What follows belongs to an exercise in optimizing a design on an open flow for small area and a short achievable clock period; a production flow would make more cautious choices.
Only simulation tests tie the RTL to the original design; equivalence was not proved.
Power is estimated from default activity; no workload was simulated.

==> config.mk <==
export PLATFORM = sky130hd
export DESIGN_NAME = mem_stage_v2
export DESIGN_NICKNAME = mem_stage_v2
export VERILOG_FILES = /design/flow/design.v
export SDC_FILE = /design/flow/constraint.sdc
export NUM_CORES = 4
export LEC_CHECK = 0
export CAP_MARGIN = 20
export CORE_MARGIN = 2
export CORE_UTILIZATION = 40
export SLEW_MARGIN = 20
==> constraint.sdc <==
create_clock -name core_clock -period 6.5 [get_ports {clk}]
set_input_delay 1.3000 -clock core_clock [delete_from_list [all_inputs] [get_ports {clk}]]
set_output_delay 1.3000 -clock core_clock [all_outputs]
set_load 0.01 [all_outputs]
==> design.v <==
module mem_stage_v2 #(
  parameter int DEPTH   = 128,
  parameter int MEM_LAT = 0
) (
  input  logic        clk,
  input  logic        rst,
  input  logic [31:0] ALUout,
  input  logic [31:0] XM_RT,
  input  logic [4:0]  XM_RD,
  input  logic        XM_MemToReg,
  input  logic        XM_MemWrite,
  input  logic [1:0]  XM_Size,
  input  logic        XM_Unsigned,
  input  logic        bnoWB,
  output logic [31:0] MW_ALUout,
  output logic [4:0]  MW_RD,
  output logic        MW_Misalign,
  output logic        mem_stall
);
  localparam int         IDX_W    = $clog2(DEPTH);
  localparam bit         LAT_ZERO = (MEM_LAT == 0);
  localparam logic [3:0] LAT_M1   = (MEM_LAT > 0) ? 4'(MEM_LAT - 1) : 4'd0;
  localparam logic [1:0] S_IDLE = 2'd0;
  localparam logic [1:0] S_BUSY = 2'd1;
  localparam logic [1:0] S_DONE = 2'd2;
  logic [31:0]      ram_q [DEPTH];
  logic [1:0]       state_q, state_d;
  logic [3:0]       cnt_q, cnt_d;
  logic [31:0]      alu_q, alu_d;
  logic [4:0]       rd_q, rd_d;
  logic             mis_q, mis_d;
  logic [IDX_W-1:0] idx_s;
  logic [1:0]       lane_s;
  logic             req_s;
  logic             is_load_s;
  logic             is_store_s;
  logic             misalign_s;
  logic             aligned_req_s;
  logic             access_s;
  logic             stall_s;
  logic             ram_we_s;
  logic [31:0]      rd_word_s;
  logic [31:0]      ram_d;
  logic             unused_addr_s;
  function automatic logic [3:0] lane_enables(input logic [1:0] size, input logic [1:0] lane);
    case (size)
      2'b00:   lane_enables = 4'b0001 << lane;
      2'b01:   lane_enables = lane[1] ? 4'b1100 : 4'b0011;
      default: lane_enables = 4'b1111;
    endcase
  endfunction
  function automatic logic [31:0] merge_store(input logic [31:0] old_word, input logic [31:0] rt,
                                              input logic [1:0] size, input logic [1:0] lane);
    logic [31:0] wdata;
    logic [3:0]  be;
    logic [31:0] res;
    case (size)
      2'b00:   wdata = {4{rt[7:0]}};
      2'b01:   wdata = {2{rt[15:0]}};
      default: wdata = rt;
    endcase
    be = lane_enables(size, lane);
    for (int i = 0; i < 4; i++) begin
      res[i*8 +: 8] = be[i] ? wdata[i*8 +: 8] : old_word[i*8 +: 8];
    end
    merge_store = res;
  endfunction
  function automatic logic [31:0] extract_load(input logic [31:0] word, input logic [1:0] size,
                                               input logic [1:0] lane, input logic uns);
    logic [7:0]  b;
    logic [15:0] h;
    b = word[{lane, 3'b000} +: 8];
    h = lane[1] ? word[31:16] : word[15:0];
    case (size)
      2'b00:   extract_load = uns ? {24'd0, b} : {{24{b[7]}}, b};
      2'b01:   extract_load = uns ? {16'd0, h} : {{16{h[15]}}, h};
      default: extract_load = word;
    endcase
  endfunction
  assign unused_addr_s = ^ALUout[31:IDX_W+2];
  assign idx_s         = ALUout[IDX_W+1:2];
  assign lane_s        = ALUout[1:0];
  assign req_s         = XM_MemToReg | XM_MemWrite;
  assign is_load_s     = XM_MemToReg;
  assign is_store_s    = XM_MemWrite & ~XM_MemToReg;
  assign aligned_req_s = req_s & ~misalign_s;
  assign rd_word_s     = ram_q[idx_s];
  assign ram_d         = merge_store(rd_word_s, XM_RT, XM_Size, lane_s);
  assign ram_we_s      = access_s & is_store_s & rst;
  assign mem_stall     = stall_s & rst;
  always_comb begin
    misalign_s = 1'b0;
    case (XM_Size)
      2'b00:   misalign_s = 1'b0;
      2'b01:   misalign_s = lane_s[0];
      default: misalign_s = (lane_s != 2'b00);
    endcase
  end
  always_comb begin
    access_s = 1'b0;
    if (LAT_ZERO) begin
      access_s = aligned_req_s;
    end else begin
      access_s = aligned_req_s && (state_q == S_DONE);
    end
  end
  always_comb begin
    state_d = state_q;
    cnt_d   = cnt_q;
    stall_s = 1'b0;
    case (state_q)
      S_IDLE: begin
        if (aligned_req_s && !LAT_ZERO) begin
          stall_s = 1'b1;
          cnt_d   = LAT_M1;
          state_d = (LAT_M1 == 4'd0) ? S_DONE : S_BUSY;
        end else begin
          state_d = S_IDLE;
        end
      end
      S_BUSY: begin
        stall_s = 1'b1;
        if (cnt_q <= 4'd1) begin
          cnt_d   = 4'd0;
          state_d = S_DONE;
        end else begin
          cnt_d   = cnt_q - 4'd1;
          state_d = S_BUSY;
        end
      end
      S_DONE: begin
        cnt_d   = 4'd0;
        state_d = S_IDLE;
      end
      default: begin
        cnt_d   = 4'd0;
        state_d = S_IDLE;
      end
    endcase
  end
  always_comb begin
    alu_d = alu_q;
    rd_d  = 5'd0;
    mis_d = 1'b0;
    if (stall_s) begin
      alu_d = alu_q;
      rd_d  = 5'd0;
    end else if (req_s && misalign_s) begin
      alu_d = 32'd0;
      rd_d  = 5'd0;
      mis_d = 1'b1;
    end else if (is_store_s) begin
      alu_d = ALUout;
      rd_d  = 5'd0;
    end else if (is_load_s) begin
      alu_d = extract_load(rd_word_s, XM_Size, lane_s, XM_Unsigned);
      rd_d  = bnoWB ? 5'd0 : XM_RD;
    end else begin
      alu_d = ALUout;
      rd_d  = bnoWB ? 5'd0 : XM_RD;
    end
  end
  always_ff @(posedge clk or negedge rst) begin
    if (!rst) begin
      state_q <= S_IDLE;
      cnt_q   <= 4'd0;
      alu_q   <= 32'd0;
      rd_q    <= 5'd0;
      mis_q   <= 1'b0;
    end else begin
      state_q <= state_d;
      cnt_q   <= cnt_d;
      alu_q   <= alu_d;
      rd_q    <= rd_d;
      mis_q   <= mis_d;
    end
  end
  always_ff @(posedge clk) begin
    if (ram_we_s) begin
      ram_q[idx_s] <= ram_d;
    end
  end
  assign MW_ALUout   = alu_q;
  assign MW_RD       = rd_q;
  assign MW_Misalign = mis_q;
endmodule
==> run.sh <==
#!/bin/bash
# synth_recipe.tcl (not shown) runs the flow's synth.tcl, then flattens the netlist and writes it again
# the make line also repeats each setting of config.mk as NAME=value (left out here)
make -C /OpenROAD-flow-scripts/flow DESIGN_CONFIG=/design/flow/config.mk WORK_HOME=/design/flow/orfs CLKGATE_MAP_FILE= SYNTH_SCRIPT=/design/flow/synth_recipe.tcl finish
==> qor.yml <==
status: "complete, no violations"
drtAntennaViolNets: 0
hold_ws_ns: 0.4293
post_cts_resized: 0
multi_input_area_um2: 34380
hold_buffers: 0
ys_ff_latch: 4140
core_um2: 398600
yosysTopAreaCell: "edfxtp_1"
dr.pass1.iters: 9
cts_buffers: 414
root_buffer: "clkbuf_16"
slowest_delay_ns: 0.88
cts_sinks: 4140
layout.nets: 9475
seqCellArea_um2: 124100
grtUsageTotal_pct: 30.72
synth_top_area_share_pct: 76.92
peakVddDrop_mv: 0.2617
cts_tree: "built"
drc: 0
grt_pass1_wl_mm: 845.6
cp_cell_sequence: "buf_8 > buf_12 > nor2b_4 > buf_12 > buf_4 > buf_4 > a221oi_1 > nor2_1 > o21ai_0 > a31oi_1 > buf_4 > a211oi_1 > a21oi_4 > buf_12"
synth.avg_cell_area_um2: 18.48
critPathLaunchType: "input pin"
ys_warn_count: 1
netlist_area_um2: 159900
wl_met3_mm: 92.44
clk_path_buf_depth: 4
gr-total-overflow: 0
synth_simple_gate_area_share_pct: 2.620
worst_pin_slew_ns: 1.372
yosysMostFrequentCell: "edfxtp_1"
worst_setup_path_end_kind: "register"
worst_path_max_delay_cell: "a211oi_1"
first_iter_violations: 19263
path_clk_slew_ns: 0.07
synth-async-reset-ratio_pct: 1.063
finalWeightedCongestion: 1.026
syn_nets: 8730
drive_above_1_share_pct: 23.50
wl_met2_mm: 274.3
drt-total-wl_mm: 640.6
die_x_um: 636.3
slew_viol_final: 0
hold_violations: 0
yosys.area_share.adder_pct: 0.01565
path_buf_inv: 7
synth_ff_type: "edfxtp_1"
crit_arrival_ns: 6.38
setup_viol: 0
synth.distinct_cells: 89
worstPathMaxFanout: 72
insertion_delay_ns: 1.03
rows: 232
wl_per_cell_um: 42.55
syn_inst: 8651
skew_ns: 0.1081
power_density_nw_per_um2: 314.1
top_layer: "met5"
antenna_found_initial: 65
hp-class: "input pin to asynchronous set/reset pin"
grt_pass1_vias: 93290
synth_commonest_cells: "edfxtp_1, a221oi_1, mux2i_1"
synthTopCellsByArea: "edfxtp_1, mux4_2, mux2i_1, mux2_2, a221oi_1"
viasPerCell: 6.718
hpwl_mm: 397.3
m1WireLength_mm: 225.6
power.leakage_nw: 60.10
vias: 101154
fin_crit_sh_pct: 89.54
relSlewSlack_pct: 8.091
final.min_clock_period_ns: 5.820
synth_compound_area_share_pct: 9.084
die_h_um: 636.3
rsz0062_at_grt: "false"
die-area_um2: 404800
cap_violations: 0
grt_max_degree: 129
cts_setup_buffers: 0
io_buffers: 115
area_growth_pct: 17.86
synth.mux.area_fraction_pct: 8.820
synth_edf_count: 4096
htree_num_levels: 5
required_ns: 7.06
initial_core_util_pct: 40.12
fill_cells: 32902
crit_family: "compound AO/OA/AOI/OAI gates"
max_freq_mhz: 171.8
final_core_util_pct: 47.29
num_io_pins: 116
seq_area_frac_synth_pct: 77.61
crit_type: "input pin to register"
synth_top_family_by_area: "compound AO/OA/AOI/OAI gates"
synth-xor-area-share_pct: 0
==> metrics by stage <==
stage	total power, mW	instance area, µm²	cells	TNS, ns	setup WS (ns)
2_1_floorplan	32.73	159900	8651	-3925.55	-2.169
3_3_place_gp	35.32	174600	14234	-198.98	-1.275
3_5_place_dp	35.42	174800	14242	0	0.1825
4_1_cts	59.07	188300	15008	0	1.162
5_1_grt	60.25	188400	15028	0	0.8905
6_report	59.20	188500	15057	0	0.6797
==> cell usage in the layout, fill, tap and decap left out, types with 37 or more instances in the layout <==
cell type / synthesis / routed
a21oi_1: 208 / 203
dfrtp_1: 44 / 44
a221o_1: 96 / 96
clkbuf_1: 247 / 83
a22oi_1: 372 / 372
o22ai_1: 130 / 129
nand2_1: 307 / 297
mux2i_1: 392 / 390
clkinv_1: 1 / 82
clkbuf_16: 0 / 419
a221oi_1: 421 / 420
diode_2: 0 / 46
nand3_1: 37 / 37
a31oi_1: 39 / 39
edfxtp_1: 4096 / 4096
buf_4: 38 / 636
o221ai_1: 48 / 47
buf_12: 0 / 181
nor2_4: 0 / 131
mux2_2: 341 / 338
mux4_2: 277 / 277
o21ai_0: 243 / 216
clkdlybuf4s50_1: 0 / 106
clkinv_2: 0 / 92
nor2_1: 363 / 230
a22o_1: 72 / 72
bufinv_16: 0 / 45
==> power by group <==
part | internal, mW | switching (mW) | total [mW]
clock | 13.7 | 10.4 | 24.1
combinational | 1.35 | 3.74 | 5.09
sequential | 30.0 | 0.0283 | 30.0
==> layout make-up <==
type / count / share of cell area, %
repair buffers: 937 / 5.111
clock inverters: 264 / 1.475
well taps: 5265 / 3.495
inverters: 14 / 0.03784
clock buffers: 502 / 5.729
multi-input cells: 3889 / 18.24
flip-flops and latches: 4140 / 65.85
diodes: 46 / 0.06108
==> worst paths after layout <==
kind,start,endpoint,slack (ns),cells past startpoint
min in group core_clock,alu_q[18]$_DFFE_PN0P_,alu_q[18]$_DFFE_PN0P_,0.52,2
worst min register to register,alu_q[18]$_DFFE_PN0P_,alu_q[18]$_DFFE_PN0P_,0.52,2
max in group asynchronous,rst,alu_q[23]$_DFFE_PN0P_,5.63,2
worst min-delay path,rst,rd_q[2]$_DFF_PN0_,0.43,2
worst max register to register,ram_q[87][24]$_DFFE_PP_,ram_q[77][24]$_DFFE_PP_,1.98,11
worst max-delay path,ALUout[2],ram_q[104][12]$_DFFE_PP_,0.68,14
==> cells by family after synthesis <==
logic type,count (synthesis)
flip-flops,4140
AO/OA/AOI/OAI,1941
multiplexers,1019
AND/OR/NAND/NOR,927
buffers and inverters,622
adder cells (fa/ha/maj),2
==> per-layer routing <==
metal	vias to the layer above	GRT usage, %
met5	-	0.5908
met4	22	18.79
met3	1708	9.922
met2	9048	44.67
met1	52720	40.00
li1	37656	-
==> sequential cells by signal (all words and copies together), names as in the netlist <==
| name | cells |
|---|---|
| state_q | 2 |
| rd_q | 5 |
| alu_q | 32 |
| ram_q | 4096 |
| mis_q | 1 |
| cnt_q | 4 |

==> separate check: timing with driven ports <==
Ports are ideal in the flow. The routed layout listed here was re-timed in OpenROAD.
Step 1 (the two cells are an assumption about what drives the block):
set clk [get_ports {clk}]
set_driving_cell -lib_cell sky130_fd_sc_hd__clkbuf_16 $clk
set_driving_cell -lib_cell sky130_fd_sc_hd__buf_2 [delete_from_list [all_inputs] $clk]
Step 2 also shifts input and output timing later by t, the mid clock arrival at the registers, as if the neighbouring blocks saw the same clock.
a / b / c = no drivers / after step 1 / after step 2; a / b = the first two.
t (ns): 1.086
setup slack, ns: 0.680 / 0.736 / -0.349
clock arrival spread, ns: 0.114 / 0.115
cell pins on the clock port's net: 1
Met with ideal ports but missed after step 2: setup timing in this run. For this run, drivers alone change the setup slack by +0.056 ns; drivers and shift together by -1.029 ns.
